Context: an optimization exercise on an open-source flow, tuned for small area, a short achievable clock period and few clock cycles per item. The choices shown serve that exercise and are no tape-out recipe. Only simulation tests tie the RTL to the original design; equivalence was not proved.

==> flow/design.v (outline; a module is shown in full before it is edited, if it fits) <==
// module ka_seq_mult: 13828 lines
module ka_seq_mult #(
  parameter int N = 131
) (
  input  logic           clk,
  input  logic           rst_n,
  input  logic           in_valid,
  output logic           in_ready,
  input  logic [N-1:0]   a,
  input  logic [N-1:0]   b,
  output logic           out_valid,
  input  logic           out_ready,
  output logic [2*N-2:0] y,
  output logic           busy
);
  // ...
==> flow/run.sh <==
#!/bin/bash
# synth_recipe.tcl (not shown) runs the flow's synth.tcl, then flattens the netlist and writes it again
# the make line also repeats each setting of config.mk as NAME=value (left out here)
make -C /OpenROAD-flow-scripts/flow DESIGN_CONFIG=/design/flow/config.mk WORK_HOME=/design/flow/orfs CLKGATE_MAP_FILE= SYNTH_SCRIPT=/design/flow/synth_recipe.tcl finish
==> flow/config.mk <==
export PLATFORM = sky130hd
export DESIGN_NAME = ka_seq_mult
export DESIGN_NICKNAME = ka_seq_mult
export VERILOG_FILES = /design/flow/design.v
export SDC_FILE = /design/flow/constraint.sdc
export NUM_CORES = 4
export LEC_CHECK = 0
export CAP_MARGIN = 20
export CORE_MARGIN = 2
export CORE_UTILIZATION = 45
export PLACE_DENSITY = 0.55
export SETUP_SLACK_MARGIN = 4.6
export SLEW_MARGIN = 20
export TNS_END_PERCENT = 20
==> flow/constraint.sdc <==
create_clock -name core_clock -period 8.0 [get_ports {clk}]
set_input_delay 1.6000 -clock core_clock [delete_from_list [all_inputs] [get_ports {clk}]]
set_output_delay 1.6000 -clock core_clock [all_outputs]
set_load 0.01 [all_outputs]
==> results.cfg, run 1 <==
[setup_path]
critPathSlowestCell = edfxtp_1
rr_startpoint = p0[416]
required_ns = 8.66
rr_endpoint = p1[247]
cp_cell_sequence = xnor2_1 > xnor2_1 > xnor2_1 > xnor2_2 > xnor2_1 > mux2_2

[sta]
hold_viol = 0

[floorplanning]
nWellTaps = 4100
row_count = 203
core_um2 = 306000

[cells_and_area]
multi_input_gates = 14000
top_register = p0
final_cell_mix = 5415 x xnor2_1, 4305 x nor2_1, 1477 x buf_4
final_common_cell = xnor2_1
nonClkBufAreaFrac = 0.153
largestClassByArea = multi-input gates
ff_latch_area_um2 = 37700
final_util = 0.614
signal_buffers = 2741

[yosys]
async_flop_share = 0.00372
synth_mux_area_frac = 0.0118
ys_top_cells_by_area = xnor2_1 39%, edfxtp_1 23%, nor2_1 12%
synth_nets = 16300

[detailed_routing]
drc = 0
via_count = 128000

[clocking]
cts_tree = built
cts_max_path_buffers = 4

[status]
status = complete, no violations
Testbench counts, summed over its fixed seeds: cycles 976, items 960.
==> inputs of run 2 (changes only) <==
--- a/flow/design.v
+++ b/flow/design.v
@@ -9,53 +9,31 @@
   input  logic [N-1:0]   b,
   output logic           out_valid,
   input  logic           out_ready,
   output logic [2*N-2:0] y,
   output logic           busy
 );
   logic [815:0] p0;
   logic [260:0] p1;
-  logic [0:0] v;   
-  logic vy;           
-  logic vs;           
-  logic rdy_r;        
-  logic busy_r;       
-  logic [2*N-2:0] sk;
+  logic [1:0] v;   
+  wire adv = !(v[1] && !out_ready);
+  assign out_valid = v[1];
   wire [2*N-1:0] ab = {b, a};
-  wire up = !vs;                       
-  wire y_free = !vy || out_ready;      
-  wire mid_v = v[0];             
-  wire vy_n = y_free ? (vs || mid_v) : 1'b1;
-  wire vs_n = vs ? !y_free : (mid_v && !y_free);
-  wire [0:0] v_n = up ? in_valid : v;
-  assign in_ready = rdy_r;
-  assign out_valid = vy;
-  assign busy = busy_r;
+  assign in_ready = adv;
+  assign busy = |v;
   always_ff @(posedge clk or negedge rst_n) begin
-    if (!rst_n) begin
-      v <= '0;
-      vy <= 1'b0;
-      vs <= 1'b0;
-      rdy_r <= 1'b1;
-      busy_r <= 1'b0;
-    end else begin
-      v <= v_n;
-      vy <= vy_n;
-      vs <= vs_n;
-      rdy_r <= !vs_n;
-      busy_r <= vs_n || vy_n || (|v_n);
-    end
+    if (!rst_n) v <= '0;
+    else if (adv) v <= {v[0:0], in_valid};
   end
   always_ff @(posedge clk) begin
-    if (up) begin
+    if (adv) begin
       p0 <= d0;
+      p1 <= d1;
     end
-    if (!vs) sk <= d1;
-    if (y_free) p1 <= vs ? sk : d1;
   end
   wire n262 = ab[0] ^ ab[66];
   wire n263 = ab[1] ^ ab[67];
   wire n264 = ab[2] ^ ab[68];
   wire n265 = ab[3] ^ ab[69];
   wire n266 = ab[4] ^ ab[70];
   wire n267 = ab[5] ^ ab[71];
   wire n268 = ab[6] ^ ab[72];
==> flow/flow/run.sh (new file) <==
#!/bin/bash
# The standard layout (the standard.sh: ORFS synthesis through finish, unchanged), except
# that the port buffers ORFS inserts before global placement are buf_4 cells instead of the
# default pick (a clkdlybuf4s50_1 delay cell). Every input and output port still gets its own
# buffer. make's full output goes to flow_make.log in this folder; ORFS's per-step logs are
# under orfs/logs/.
set -euo pipefail
export BUFFER_PORTS_ARGS="-buffer_cell sky130_fd_sc_hd__buf_4"
bash standard.sh > flow_make.log 2>&1
==> flow/standard.sh (new file) <==
#!/bin/bash
# synth_recipe.tcl (not shown) runs the flow's synth.tcl, then flattens the netlist and writes it again
# the make line also repeats each setting of config.mk as NAME=value (left out here)
make -C /OpenROAD-flow-scripts/flow DESIGN_CONFIG=/design/flow/config.mk WORK_HOME=/design/flow/orfs CLKGATE_MAP_FILE= SYNTH_SCRIPT=/design/flow/synth_recipe.tcl "${@:-finish}"
==> flow/config.mk (replaced) <==
export PLATFORM = sky130hd
export DESIGN_NAME = ka_seq_mult
export DESIGN_NICKNAME = ka_seq_mult
export VERILOG_FILES = /design/flow/design.v
export SDC_FILE = /design/flow/constraint.sdc
export NUM_CORES = 4
export LEC_CHECK = 0
export CAP_MARGIN = 20
export CORE_MARGIN = 2
export CORE_UTILIZATION = 50
export PLACE_DENSITY = 0.6
export SETUP_SLACK_MARGIN = 4.4
export SLEW_MARGIN = 20
export TNS_END_PERCENT = 100
removed: flow/run.sh
==> results.cfg, run 2 <==
[status]
status = complete, no violations

[yosys]
syn_area_per_cell_um2 = 8.42
synth_top_area_share = 0.432
synthAdderAreaFrac = 0
yosysMostFrequentCell = xnor2_1
synth-xor-area-share = 0.560
synth_ff_type = edfxtp_1
synth-compound-area-share = 0.000800
yosys_warnings = 1
async_flop_share = 0.00185
yosysUniqueCellTypes = 29
synth_nets = 15700
yosysTopAreaCell = xnor2_1
synth-seq-area-share = 0.250
synth-seq-cells = 1079
syn_inst = 15400
syn_area_um2 = 130000
synth_top_family_by_area = XOR/XNOR gates
synth_mux_area_frac = 0.000511
synth_common_cells = 6394 x xnor2_1, 4289 x nor2_1, 1260 x nand2_1
yosys.area_share.simple = 0.169
synth-edff-count = 1077
ys_top_cells_by_area = xnor2_1 43%, edfxtp_1 25%, nor2_1 12%

[cells_and_area]
design_area_um2 = 149000
drive_gt1_frac = 0.123
layout-area-overhead-vs-synth_pct = 14.9
final_nets = 16400
final_common_cell = xnor2_1
final_cell_mix = 6014 x xnor2_1, 4289 x nor2_1, 1260 x nand2_1
ff_latch_area_um2 = 32400
top_register = p0
final_util = 0.576
multi_input_area_um2 = 98700
fillCellCount = 23900
largestRegisters = p0: 816 flops, p1: 261 flops, v: 2 flops
largest_register_ff_count = 816

[detailed_routing]
wl_per_cell_um = 32.8
wl_met1_mm = 239
via_count = 112000
dr.pass1.iters = 7
wl_mm = 644
drc = 0
met2WireLength_mm = 258
dr_wl_met3_mm = 89.9
routed_via_density = 5.73
top_layer_used = met5
drt_iter0_markers = 18100
antenna_left = 0

[setup_path]
worstPathMaxFanout = 2
cp_cell_sequence = xnor2_1 > xnor2_1 > xnor2_1 > xnor2_1 > xnor2_1
crit_type = register to register
start_kind = register
critPathBufInv = 0
max_stage_delay_ns = 1.13
path_delay_family = XOR/XNOR gates
critPathCaptureType = register
cpMostUsedCell = xnor2_1
required_ns = 8.55
arrival_ns = 4.37
critPathSlowestCell = xnor2_1

[sta]
min_period_over_period = 0.478
setup_viol = 0
fmax_ghz = 0.262
hold_ws_ns = 0.494
finalClockSkew_ns = 0.0454
slew_viol_final = 0
worst_slack_ns = 4.18
hold_viol = 0
fin_crit_ns = 3.82
worst_pin_slew_ns = 1.38
maxSlewHeadroom = 0.0757
rsz0062_at_grt = yes
tns_ns = 0

[clocking]
insertion_delay_ns = 0.87
clkSlewWorstSetupHoldPaths_ns = 0.06
root_buffer = clkbuf_16
clock_sinks = 1079
cts_buffers = 140
ctsHoldBuffers = 0
h-tree-depth = 4
cts_tree = built
cts_max_path_buffers = 3

[place]
dp_hpwl_mm = 496
place_area_um2 = 142000
io_buffers = 529
dpl_worst_slack_ns = 2.84
globalplace.congestion = 1.07

[global_route]
grt_pass1_wl_mm = 867
grt_max_degree = 174
antenna_found_initial = 39
gr-usage-all-layers = 0.476
grt_overflow_total = 0
first_global_vias = 103000

[floorplanning]
core_um2 = 259000
fp.dieArea_um2 = 264000
io_pins = 530
die_w_um = 513
initial_core_util = 0.501
row_count = 187
die-height_um = 513

[hold_path]
hold_path_class = register to register

[flow_run]
max_cap_viol_count = 0
run 2: changes by cell type after synthesis, moves of 69 or more:
cell      before   now
xnor2_1     6209  6394
xnor2_2      292   223
nand2_1     1355  1260
clkbuf_1     206   278
o21ai_0      122     7
dfxtp_1      261     0
mux2_2       145     5
buf_2        359   250
run 2: final cells by class:
class	count	share of cell area
clock inverter	90	0.00799
multi-input combinational	13700	0.662
antenna	26	0.000436
timing repair buffer	1134	0.0584
clock buffer	164	0.0242
tap	3402	0.0285
sequential	1079	0.217
inverter	39	0.000982
run 2: worst paths after layout:
check                      startpoint  endpoint  slack (ns)  cells after the start
hold / removal                   v[0]      v[1]        0.49                      1
max in group asynchronous       rst_n      v[1]        7.41                      1
setup reg to reg              p0[285]   p1[212]        4.18                      5
min in group asynchronous       rst_n      v[0]        0.51                      1
setup / recovery              p0[285]   p1[212]        4.18                      5
hold reg to reg                  v[0]      v[1]        0.49                      1
run 2: through the flow:
stage               std cells
floorplan               15400
global placement        19300
detailed placement      19300
CTS                     19600
global route            19600
finish                  19600
run 2: kinds of logic after synthesis:
kind of cell	after synthesis
mux	6
flops	1079
compound gates	18
xor+xnor	7955
buf+inv	624
simple gates	5723
run 2: routing by layer:
| layer | vias to the layer above | track usage |
|---|---|---|
| met2 | 8314 | 0.661 |
| met4 | 14 | 0.341 |
| met1 | 53800 | 0.610 |
| li1 | 48500 | - |
| met5 | - | 0 |
| met3 | 1791 | 0.164 |
run 2: timing repair:
| item | in CTS | in global routing |
|---|---|---|
| buffers inserted | 11 | 16 |
| cloned | 0 | 0 |
| hold endpoints to repair | 0 | 0 |
| gates resized for setup | 110 | 140 |
| pin swaps | 5 | 8 |
| endpoints found under the setup margin | 120 | 123 |
run 2: worst register-to-register path, stage by stage (launching register included):
cell and delay, ns:
edfxtp_1 0.53, xnor2_1 0.57, xnor2_1 0.44, xnor2_1 1.13, xnor2_1 0.57, xnor2_1 0.27
Testbench counts of run 2, summed over its fixed seeds: cycles 976, items 960.
==> inputs of run 3 (changes only) <==
--- a/flow/config.mk
+++ b/flow/config.mk
@@ -9,6 +9,6 @@
 export CORE_MARGIN = 2
 export CORE_UTILIZATION = 50
 export PLACE_DENSITY = 0.6
-export SETUP_SLACK_MARGIN = 4.4
+export SETUP_SLACK_MARGIN = 4.3
 export SLEW_MARGIN = 20
 export TNS_END_PERCENT = 100
==> results.cfg, run 3 <==
[status]
status = complete, no violations

[setup_path]
start_kind = register
arrival_ns = 4.46
path_depth = 6
max_stage_delay_ns = 0.84
required_ns = 8.52
path_delay_family = XOR/XNOR gates
cpMostUsedCell = xnor2_1
critPathCaptureType = register
critPathSlowestCell = xnor2_1
cp_cell_sequence = xor2_1 > xnor2_1 > xnor2_1 > xnor2_1 > xnor2_1 > xnor2_1
worstPathMaxFanout = 2
reg2regPathDepth = 6
crit_type = register to register
critPathBufInv = 0

[yosys]
syn_area_um2 = 130000
yosysUniqueCellTypes = 29
synth-seq-cells = 1079
syn_area_per_cell_um2 = 8.42
syn_inst = 15400
synth-edff-count = 1077
yosys_warnings = 1
synth_top_area_share = 0.432
synth_ff_type = edfxtp_1
synth_nets = 15700
async_flop_share = 0.00185
yosysTopAreaCell = xnor2_1
synth-seq-area-share = 0.250
ys_top_cells_by_area = xnor2_1 43%, edfxtp_1 25%, nor2_1 12%
yosysMostFrequentCell = xnor2_1
synth_common_cells = 6394 x xnor2_1, 4289 x nor2_1, 1260 x nand2_1

[sta]
finalClockSkew_ns = 0.0553
worst_pin_slew_ns = 1.33
maxSlewHeadroom = 0.104
slew_viol_final = 0
setup_viol = 0
rsz0062_at_grt = yes
hold_ws_ns = 0.481
hold_viol = 0
fin_crit_ns = 3.94
min_period_over_period = 0.492
fmax_ghz = 0.254

[cells_and_area]
final_nets = 16400
top_register = p0
fillCellCount = 23900
final_cell_mix = 6059 x xnor2_1, 4289 x nor2_1, 1260 x nand2_1
drive_gt1_frac = 0.120
fin_cells = 19600
final_common_cell = xnor2_1
largest_register_ff_count = 816
largestRegisters = p0: 816 flops, p1: 261 flops, v: 2 flops
layout-area-overhead-vs-synth_pct = 14.4
multi_input_area_um2 = 98100
ff_latch_area_um2 = 32400

[detailed_routing]
wl_per_cell_um = 33.0
drc = 0
routed_via_density = 5.71
dr.pass1.iters = 6
drt_iter0_markers = 16800
wl_mm = 647
via_count = 112000
antenna_left = 0

[hold_path]
hold_path_class = register to register
worstHoldPathCells = 1

[floorplanning]
die_w_um = 513
row_count = 187
io_pins = 530
die-height_um = 513
core_um2 = 259000
initial_core_util = 0.501
fp.dieArea_um2 = 264000

[clocking]
cts_buffers = 141
h-tree-depth = 4
insertion_delay_ns = 0.89
clkSlewWorstSetupHoldPaths_ns = 0.06
clock_sinks = 1079
cts_max_path_buffers = 3
cts_tree = built
root_buffer = clkbuf_16
ctsHoldBuffers = 0

[flow_run]
max_cap_viol_count = 0

[global_route]
grt_max_degree = 133
first_global_vias = 101000
gr-usage-all-layers = 0.476
busiest_layer = met2
grt_overflow_total = 0
grt_pass1_wl_mm = 868
grt_use_met3 = 0.159
antenna_found_initial = 34
grtUsageMet2 = 0.660
grt_use_met1 = 0.615

[place]
dp_hpwl_mm = 497
io_buffers = 529
place_inst = 19300
globalplace.congestion = 1.06
run 3: cell count changes in the layout (fill, tap and decap cells not counted), moves of 2 or more:
| cell | delta |
|---|---|
| clkbuf_1 | -8 |
| clkinv_4 | +5 |
| buf_4 | -16 |
| inv_8 | +2 |
| xor2_2 | +4 |
| xor2_1 | -3 |
| xnor2_1 | +45 |
| clkinv_1 | +5 |
| clkinv_16 | +2 |
| bufinv_16 | -2 |
| xnor2_4 | -26 |
| clkinvlp_4 | -2 |
| xnor2_2 | -19 |
| diode_2 | -10 |
run 3: per-stage QoR:
stage | util | cell area (um2) | setup slack, ns | TNS, ns
after floorplan | - | 130000 | -2.50 | -1755.10
after global placement | 0.547 | 142000 | 2.94 | 0
after detailed placement | 0.547 | 142000 | 2.97 | 0
after CTS | 0.568 | 147000 | 4.15 | 0
after global routing | 0.574 | 148000 | 4.11 | 0
final | 0.574 | 148000 | 4.06 | 0
run 3: repair_timing:
| action | CTS | global route |
|---|---|---|
| cloned | 0 | 0 |
| resized for setup | 38 | 126 |
| endpoints found under the setup margin | 55 | 113 |
| pin swaps | 4 | 6 |
| buffers inserted | 10 | 15 |
run 3: area by class of cell:
class / count / area share
antenna: 16 / 0.000270
clock buffer: 157 / 0.0243
clock inverter: 100 / 0.00860
tap: 3402 / 0.0287
inverter: 39 / 0.000986
sequential: 1079 / 0.218
multi-input combinational: 13700 / 0.661
timing repair buffer: 1121 / 0.0582
run 3: final timing paths:
kind	start	to	slack, ns
worst max-delay path	p0[88]	p1[170]	4.06
worst min-delay path	v[0]	v[1]	0.48
worst max register to register	p0[88]	p1[170]	4.06
worst min register to register	v[0]	v[1]	0.48
max in group asynchronous	rst_n	v[0]	7.40
min in group asynchronous	rst_n	v[1]	0.51
run 3: logic make-up after synthesis:
logic type,Yosys count,synth area share
buf+inv,624,0.0206
simple gates,5723,0.169
flops,1079,0.250
mux,6,0.000511
compound gates,18,0.000800
xor+xnor,7955,0.560
run 3: layer usage:
metal | wire, um | vias up
met5 | 290 | -
met4 | 57200 | 20
met3 | 89700 | 1703
met2 | 259000 | 8068
met1 | 240000 | 53700
li1 | - | 48400
==> inputs of run 4 (changes only) <==
--- a/flow/config.mk
+++ b/flow/config.mk
@@ -9,6 +9,6 @@
 export CORE_MARGIN = 2
 export CORE_UTILIZATION = 50
 export PLACE_DENSITY = 0.6
-export SETUP_SLACK_MARGIN = 4.3
+export SETUP_SLACK_MARGIN = 4.55
 export SLEW_MARGIN = 20
 export TNS_END_PERCENT = 100
==> results.cfg, run 4 <==
[floorplanning]
io_pins = 530
row_count = 187
core_um2 = 259000
initial_core_util = 0.501
die_w_um = 513
fp.dieArea_um2 = 264000
die-height_um = 513

[hold_path]
min_to = v[1]
worstHoldPathCells = 1
hold_path_class = register to register
worstHoldStart = v[0]

[sta]
setup_viol = 0
hold_viol = 0
rsz0062_at_grt = yes
worst_pin_slew_ns = 1.36
tns_ns = 0
maxSlewHeadroom = 0.0863
fin_crit_ns = 3.75
fmax_ghz = 0.267
min_period_over_period = 0.469
worst_slack_ns = 4.25
slew_viol_final = 0
finalClockSkew_ns = 0.0722

[setup_path]
start_kind = primary input
reg2reg_slack_ns = 4.32
startpoint = out_ready
rr_startpoint = p0[106]
crit_type = primary input to output port
arrival_ns = 2.15
reg2regPathDepth = 6
rr_endpoint = p1[210]
critPathCaptureType = output port
required_ns = 6.40
worstPathMaxFanout = 2

[clocking]
clock_sinks = 1079
cts_tree = built
cts_buffers = 146
h-tree-depth = 4
clkSlewWorstSetupHoldPaths_ns = 0.06
root_buffer = clkbuf_16
cts_max_path_buffers = 4
insertion_delay_ns = 0.87

[yosys]
yosys_warnings = 1
syn_area_per_cell_um2 = 8.42
async_flop_share = 0.00185
synth_top_area_share = 0.432
synth-seq-area-share = 0.250
synth-seq-cells = 1079
yosysUniqueCellTypes = 29
syn_area_um2 = 130000
synth-edff-count = 1077
yosysMostFrequentCell = xnor2_1
yosysTopAreaCell = xnor2_1
ys_top_cells_by_area = xnor2_1 43%, edfxtp_1 25%, nor2_1 12%
synth_common_cells = 6394 x xnor2_1, 4289 x nor2_1, 1260 x nand2_1
synth_ff_type = edfxtp_1
synth_nets = 15700
syn_inst = 15400

[place]
io_buffers = 529
dp_hpwl_mm = 494
place_area_um2 = 142000
dpl_worst_slack_ns = 2.91
globalplace.congestion = 1.04

[flow_run]
max_cap_viol_count = 0

[global_route]
first_global_vias = 102000
grt_overflow_total = 0
antenna_found_initial = 17
grt_pass1_wl_mm = 863
grt_max_degree = 148
gr-usage-all-layers = 0.473

[detailed_routing]
via_count = 112000
drt_iter0_markers = 17300
wl_mm = 642
dr.pass1.iters = 6
antenna_left = 0
wl_per_cell_um = 32.6
drc = 0
routed_via_density = 5.70

[cells_and_area]
fillCellCount = 23600
final_common_cell = xnor2_1
drive_gt1_frac = 0.130
largestRegisters = p0: 816 flops, p1: 261 flops, v: 2 flops
largest_register_ff_count = 816
final_nets = 16400
top_register = p0
final_cell_mix = 5943 x xnor2_1, 4289 x nor2_1, 1260 x nand2_1
layout-area-overhead-vs-synth_pct = 16.9
final_util = 0.586
design_area_um2 = 152000

[status]
status = complete, no violations
## run 4: kinds of logic (layout without fill, tap and decap cells)
group,Yosys count,after routing,synth area share
AO/OA/AOI/OAI,18,18,0.000800
XOR/XNOR,7955,7956,0.560
buffers and inverters,624,1483,0.0206
flip-flops,1079,1079,0.250
multiplexers,6,6,0.000511
other,0,10,0
AND/OR/NAND/NOR,5723,5724,0.169
## run 4: metrics by stage
step	hold WS (ns)	std cells
3_5_place_dp	0.469	19300
3_3_place_gp	0.465	19300
4_1_cts	0.482	19600
5_1_grt	0.517	19700
6_report	0.476	19700
2_1_floorplan	0.445	15400
## run 4: critical path, cell delays in order
cell and delay (ns):
buf_8 0.09, nand2b_4 0.25, buf_6 0.19
## run 4: layer usage
metal,global-route usage,up-vias,routed length [um]
met5,0.000183,-,379
met4,0.342,20,58900
met3,0.142,1753,86800
met2,0.665,8038,258000
met1,0.612,53800,238000
li1,-,48600,-
## run 4: worst max-delay path by stage
stage / end / slack [ns] / cells after the start
4_1_cts: in_ready / 4.22 / 3
3_5_place_dp: p0[589] / 2.91 / 8
5_1_grt: in_ready / 4.25 / 3
3_3_place_gp: p0[589] / 2.85 / 8
2_1_floorplan: in_ready / -2.50 / 1
6_report: in_ready / 4.25 / 3
## run 4: area by class of cell
type                       count  area (um2)  area share
multi-input combinational  13700      101000       0.663
sequential                  1079       32400       0.214
timing repair buffer        1189        9600      0.0633
tap                         3402        4260      0.0281
clock buffer                 168        3780      0.0249
clock inverter                87         886     0.00584
inverter                      39         146    0.000965
antenna                       10        25.0    0.000165
## run 4: timing repair
| action | in CTS | in global routing |
|---|---|---|
| pin swaps | 9 | 27 |
| endpoints found under the setup margin | 197 | 154 |
| setup buffers | 13 | 57 |
| hold buffers | 0 | 0 |
| gates cloned | 1 | 1 |
| resized for setup | 275 | 252 |
==> inputs of run 5 (changes only) <==
--- a/flow/config.mk
+++ b/flow/config.mk
@@ -9,6 +9,6 @@
 export CORE_MARGIN = 2
 export CORE_UTILIZATION = 50
 export PLACE_DENSITY = 0.6
-export SETUP_SLACK_MARGIN = 4.55
+export SETUP_SLACK_MARGIN = 4.65
 export SLEW_MARGIN = 20
 export TNS_END_PERCENT = 100
==> results.cfg, run 5 <==
[setup_path]
reg2reg_slack_ns = 4.46
critPathCaptureType = output port
arrival_ns = 2.16
worstPathMaxFanout = 2
crit_type = primary input to output port
required_ns = 6.40
start_kind = primary input

[yosys]
syn_area_um2 = 130000
synthAdderAreaFrac = 0
synth_ff_type = edfxtp_1
synth_common_cells = 6394 x xnor2_1, 4289 x nor2_1, 1260 x nand2_1
syn_area_per_cell_um2 = 8.42
yosysTopAreaCell = xnor2_1
synth-seq-cells = 1079
ys_top_cells_by_area = xnor2_1 43%, edfxtp_1 25%, nor2_1 12%
yosysUniqueCellTypes = 29
synth-edff-count = 1077
syn_inst = 15400
synth-seq-area-share = 0.250
synth_top_area_share = 0.432
synth_nets = 15700
synth_top_family_by_area = XOR/XNOR gates
yosys_warnings = 1
yosys.area_share.simple = 0.169
async_flop_share = 0.00185
synth-xor-area-share = 0.560
yosysMostFrequentCell = xnor2_1
synth-compound-area-share = 0.000800
synth_mux_area_frac = 0.000511

[sta]
setup_viol = 0
rsz0062_at_grt = yes
finalClockSkew_ns = 0.0566
fmax_ghz = 0.266
fin_crit_ns = 3.76
hold_viol = 0
slew_viol_final = 0
worst_pin_slew_ns = 1.34
maxSlewHeadroom = 0.0969
min_period_over_period = 0.470

[clocking]
clkSlewWorstSetupHoldPaths_ns = 0.06
cts_max_path_buffers = 3
h-tree-depth = 4
insertion_delay_ns = 0.87
clock_sinks = 1079
ctsHoldBuffers = 0
root_buffer = clkbuf_16
cts_buffers = 137
cts_tree = built

[floorplanning]
io_pins = 530
row_count = 187
die_w_um = 513
core_um2 = 259000
fp.dieArea_um2 = 264000
initial_core_util = 0.501
die-height_um = 513

[detailed_routing]
via_count = 113000
wl_mm = 642
drc = 0
dr.pass1.iters = 6
drt_iter0_markers = 17200
wl_per_cell_um = 32.5
routed_via_density = 5.72
antenna_left = 0

[cells_and_area]
final_cell_mix = 5846 x xnor2_1, 4289 x nor2_1, 1260 x nand2_1
drive_gt1_frac = 0.140
fillCellCount = 23300
final_util = 0.595
fin_cells = 19700
top_register = p0
largestRegisters = p0: 816 flops, p1: 261 flops, v: 2 flops
layout-area-overhead-vs-synth_pct = 18.7
final_nets = 16500
final_common_cell = xnor2_1
largest_register_ff_count = 816

[place]
place_inst = 19300
globalplace.congestion = 1.06
dp_hpwl_mm = 491
io_buffers = 529

[global_route]
first_global_vias = 103000
gr-usage-all-layers = 0.472
grt_max_degree = 152
antenna_found_initial = 48
grt_overflow_total = 0
grt_pass1_wl_mm = 863

[status]
status = complete, no violations

[hold_path]
hold_path_class = register to register

[flow_run]
max_cap_viol_count = 0
[run 5: cell counts after synthesis]
Identical to the previous run, type by type.
[run 5: cell type report]
| cell class | instances | area [um2] | area share |
|---|---|---|---|
| clock buffer | 157 | 3500 | 0.0227 |
| multi-input combinational | 13700 | 102000 | 0.663 |
| clock inverter | 92 | 1150 | 0.00745 |
| sequential | 1079 | 32400 | 0.210 |
| timing repair buffer | 1254 | 10500 | 0.0680 |
| antenna | 16 | 40.0 | 0.000260 |
| inverter | 39 | 146 | 0.000950 |
| tap | 3402 | 4260 | 0.0276 |
[run 5: critical path: stages]
cell and delay, ns:
buf_6 0.09, nand2b_4 0.27, buf_6 0.19
[run 5: path summary, 6_finish.rpt]
path,cells after the start,end,start
setup / recovery,3,in_ready,out_ready
hold / removal,1,v[1],v[0]
setup reg to reg,6,p1[188],p0[155]
hold reg to reg,1,v[1],v[0]
max in group asynchronous,1,v[0],rst_n
min in group asynchronous,1,v[1],rst_n
[run 5: repair_timing]
| item | CTS | global route |
|---|---|---|
| resized for setup | 421 | 362 |
| pin swaps | 21 | 47 |
| setup endpoints to repair | 258 | 447 |
| hold endpoints to repair | 0 | 0 |
| cloned | 0 | 3 |
| buffers inserted | 46 | 99 |
[run 5: per-stage QoR]
| step | hold slack, ns | setup slack (ns) | TNS, ns | cell area [um2] |
|---|---|---|---|---|
| final | 0.488 | 4.24 | 0 | 154000 |
| after global routing | 0.505 | 4.26 | 0 | 154000 |
| after CTS | 0.484 | 4.23 | 0 | 150000 |
| after detailed placement | 0.472 | 2.82 | 0 | 142000 |
| after global placement | 0.463 | 2.81 | 0 | 141000 |
| after floorplan | 0.445 | -2.50 | -1755.10 | 130000 |
[run 5: cells by family after synthesis]
family          Yosys count
compound gates           18
xor+xnor               7955
buf+inv                 624
flops                  1079
mux                       6
simple gates           5723
[run 5: layer usage]
metal | track usage | part of all wire
met2 | 0.658 | 0.40
met3 | 0.165 | 0.14
met1 | 0.596 | 0.36
met5 | 0.00457 | 0.00091
met4 | 0.357 | 0.094
==> inputs of run 6 (changes only) <==
--- a/flow/config.mk
+++ b/flow/config.mk
@@ -9,6 +9,6 @@
 export CORE_MARGIN = 2
 export CORE_UTILIZATION = 50
 export PLACE_DENSITY = 0.6
-export SETUP_SLACK_MARGIN = 4.65
+export SETUP_SLACK_MARGIN = 4.8
 export SLEW_MARGIN = 20
 export TNS_END_PERCENT = 100
==> results.cfg, run 6 <==
[status]
status = complete, no violations

[cells_and_area]
final_nets = 16700
fin_cells = 20000
top_register = p0
drive_gt1_frac = 0.161
final_util = 0.617
layout-area-overhead-vs-synth_pct = 23.1
design_area_um2 = 160000
final_cell_mix = 5731 x xnor2_1, 4289 x nor2_1, 1260 x nand2_1
fillCellCount = 22600
largest_register_ff_count = 816
final_common_cell = xnor2_1
largestRegisters = p0: 816 flops, p1: 261 flops, v: 2 flops

[setup_path]
rr_startpoint = p0[29]
cp_cell_sequence = buf_6 > nand2b_4 > buf_6
critPathSlowestCell = nand2b_4
start_kind = primary input
path_depth = 3
reg2reg_slack_ns = 4.56
reg2regPathDepth = 6
crit_type = primary input to output port
cpMostUsedCell = buf_6
critPathBufInv = 2
critPathCaptureType = output port
rr_endpoint = p1[182]
path_delay_family = buffers and inverters
arrival_ns = 2.15
worstPathMaxFanout = 2
required_ns = 6.40
max_stage_delay_ns = 0.26

[place]
place_inst = 19300
dp_hpwl_mm = 491
io_buffers = 529
dpl_worst_slack_ns = 2.82
place_area_um2 = 142000
globalplace.congestion = 1.06

[detailed_routing]
dr.pass1.iters = 8
drc = 0
routed_via_density = 5.73
wl_mm = 647
via_count = 115000
antenna_left = 0
wl_per_cell_um = 32.3
drt_iter0_markers = 16600

[global_route]
grt_overflow_total = 0
grt_pass1_wl_mm = 869
busiest_layer = met2
first_global_vias = 104000
antenna_found_initial = 50
grt_use_met1 = 0.597
grtUsageMet2 = 0.664
grt_max_degree = 152
grt_use_met3 = 0.170
gr-usage-all-layers = 0.475

[yosys]
synth-edff-count = 1077
yosysMostFrequentCell = xnor2_1
syn_area_um2 = 130000
ys_top_cells_by_area = xnor2_1 43%, edfxtp_1 25%, nor2_1 12%
synth-seq-area-share = 0.250
synth_common_cells = 6394 x xnor2_1, 4289 x nor2_1, 1260 x nand2_1
yosys_warnings = 1
synth-seq-cells = 1079
syn_inst = 15400
syn_area_per_cell_um2 = 8.42
yosysTopAreaCell = xnor2_1
async_flop_share = 0.00185
synth_ff_type = edfxtp_1
synth_top_area_share = 0.432
yosysUniqueCellTypes = 29
synth_nets = 15700

[sta]
worst_pin_slew_ns = 1.36
setup_viol = 0
fin_crit_ns = 3.75
worst_slack_ns = 4.25
hold_viol = 0
slew_viol_final = 0
rsz0062_at_grt = yes
finalClockSkew_ns = 0.0495
min_period_over_period = 0.469
fmax_ghz = 0.267
maxSlewHeadroom = 0.0906

[floorplanning]
die-height_um = 513
fp.dieArea_um2 = 264000
core_um2 = 259000
initial_core_util = 0.501
io_pins = 530
row_count = 187
die_w_um = 513

[clocking]
cts_tree = built
root_buffer = clkbuf_16
clkSlewWorstSetupHoldPaths_ns = 0.06
clock_sinks = 1079
h-tree-depth = 4
insertion_delay_ns = 0.86
cts_buffers = 137
cts_max_path_buffers = 3
ctsHoldBuffers = 0

[hold_path]
worstHoldStart = v[0]
worstHoldPathCells = 1
hold_path_class = register to register
min_to = v[1]

[flow_run]
max_cap_viol_count = 0
==> run 6: kinds of logic after synthesis <==
logic type      count (synthesis)  synth area share
xor+xnor                     7955             0.560
simple gates                 5723             0.169
flops                        1079             0.250
buf+inv                       624            0.0206
compound gates                 18          0.000800
mux                             6          0.000511
==> run 6: stage by stage <==
stage	hold WS (ns)	TNS, ns
CTS	0.484	0
detailed placement	0.472	0
global placement	0.463	0
global route	0.504	0
floorplan	0.445	-1755.10
finish	0.483	0
==> run 6: area by class of cell <==
class | count | area [um2] | share of cell area
Multi-Input combinational cell | 13700 | 104000 | 0.652
Sequential cell | 1079 | 32400 | 0.203
Timing Repair Buffer | 1519 | 14100 | 0.0881
Tap cell | 3402 | 4260 | 0.0266
Clock buffer | 157 | 3500 | 0.0219
Clock inverter | 92 | 1150 | 0.00719
Inverter | 39 | 146 | 0.000916
Antenna cell | 20 | 50.0 | 0.000313
==> run 6: worst max path at each step <==
stage / start / end / slack, ns
floorplan: out_ready / in_ready / -2.50
global placement: a[29] / p0[589] / 2.81
detailed placement: a[29] / p0[589] / 2.82
CTS: out_ready / in_ready / 4.23
global route: out_ready / in_ready / 4.26
finish: out_ready / in_ready / 4.25
==> run 6: metal layers <==
layer  part of all wire  up-vias
met3               0.14     1929
met5            0.00047        -
met2               0.40     8528
li1                   -    49300
met4              0.094       23
met1               0.36    54800
==> run 6: repair_timing <==
action / CTS / global route
pin swaps: 67 / 121
setup buffers: 138 / 272
endpoints found under the setup margin: 359 / 521
cloned: 0 / 5
resized for setup: 802 / 493

[static timing again, ports no longer ideal]
Ports are ideal in the flow. The routed layouts listed here were re-timed in OpenROAD.
Step 1 assumes that a clkbuf_16 drives the clock port and a buf_2 every other input.
Step 2 moves the port delays by t, midway between the first and last clock arrival at a register: inputs arrive t later, outputs are due t later. That takes back most of the time a late clock gives input paths.
Slacks: ideal / step 1 / step 2; pairs: ideal / step 1.
| run | shift t [ns] | slack for setup (ns) | worst register clock-pin slew, ns |
|---|---|---|---|
| run 1 | 1.018 | 4.018 / 4.018 / 3.370 | 0.07 / 0.07 |
| run 2 | 0.958 | 4.180 / 4.180 / 3.318 | 0.07 / 0.07 |
| run 3 | 0.962 | 4.064 / 4.064 / 3.202 | 0.08 / 0.08 |
| run 4 | 0.948 | 4.248 / 4.209 / 3.554 | 0.08 / 0.08 |
| run 5 | 0.956 | 4.242 / 4.208 / 3.558 | 0.08 / 0.08 |
| run 6 | 0.957 | 4.252 / 4.218 / 3.688 | 0.08 / 0.08 |
After both steps setup and hold are still met in every run listed.
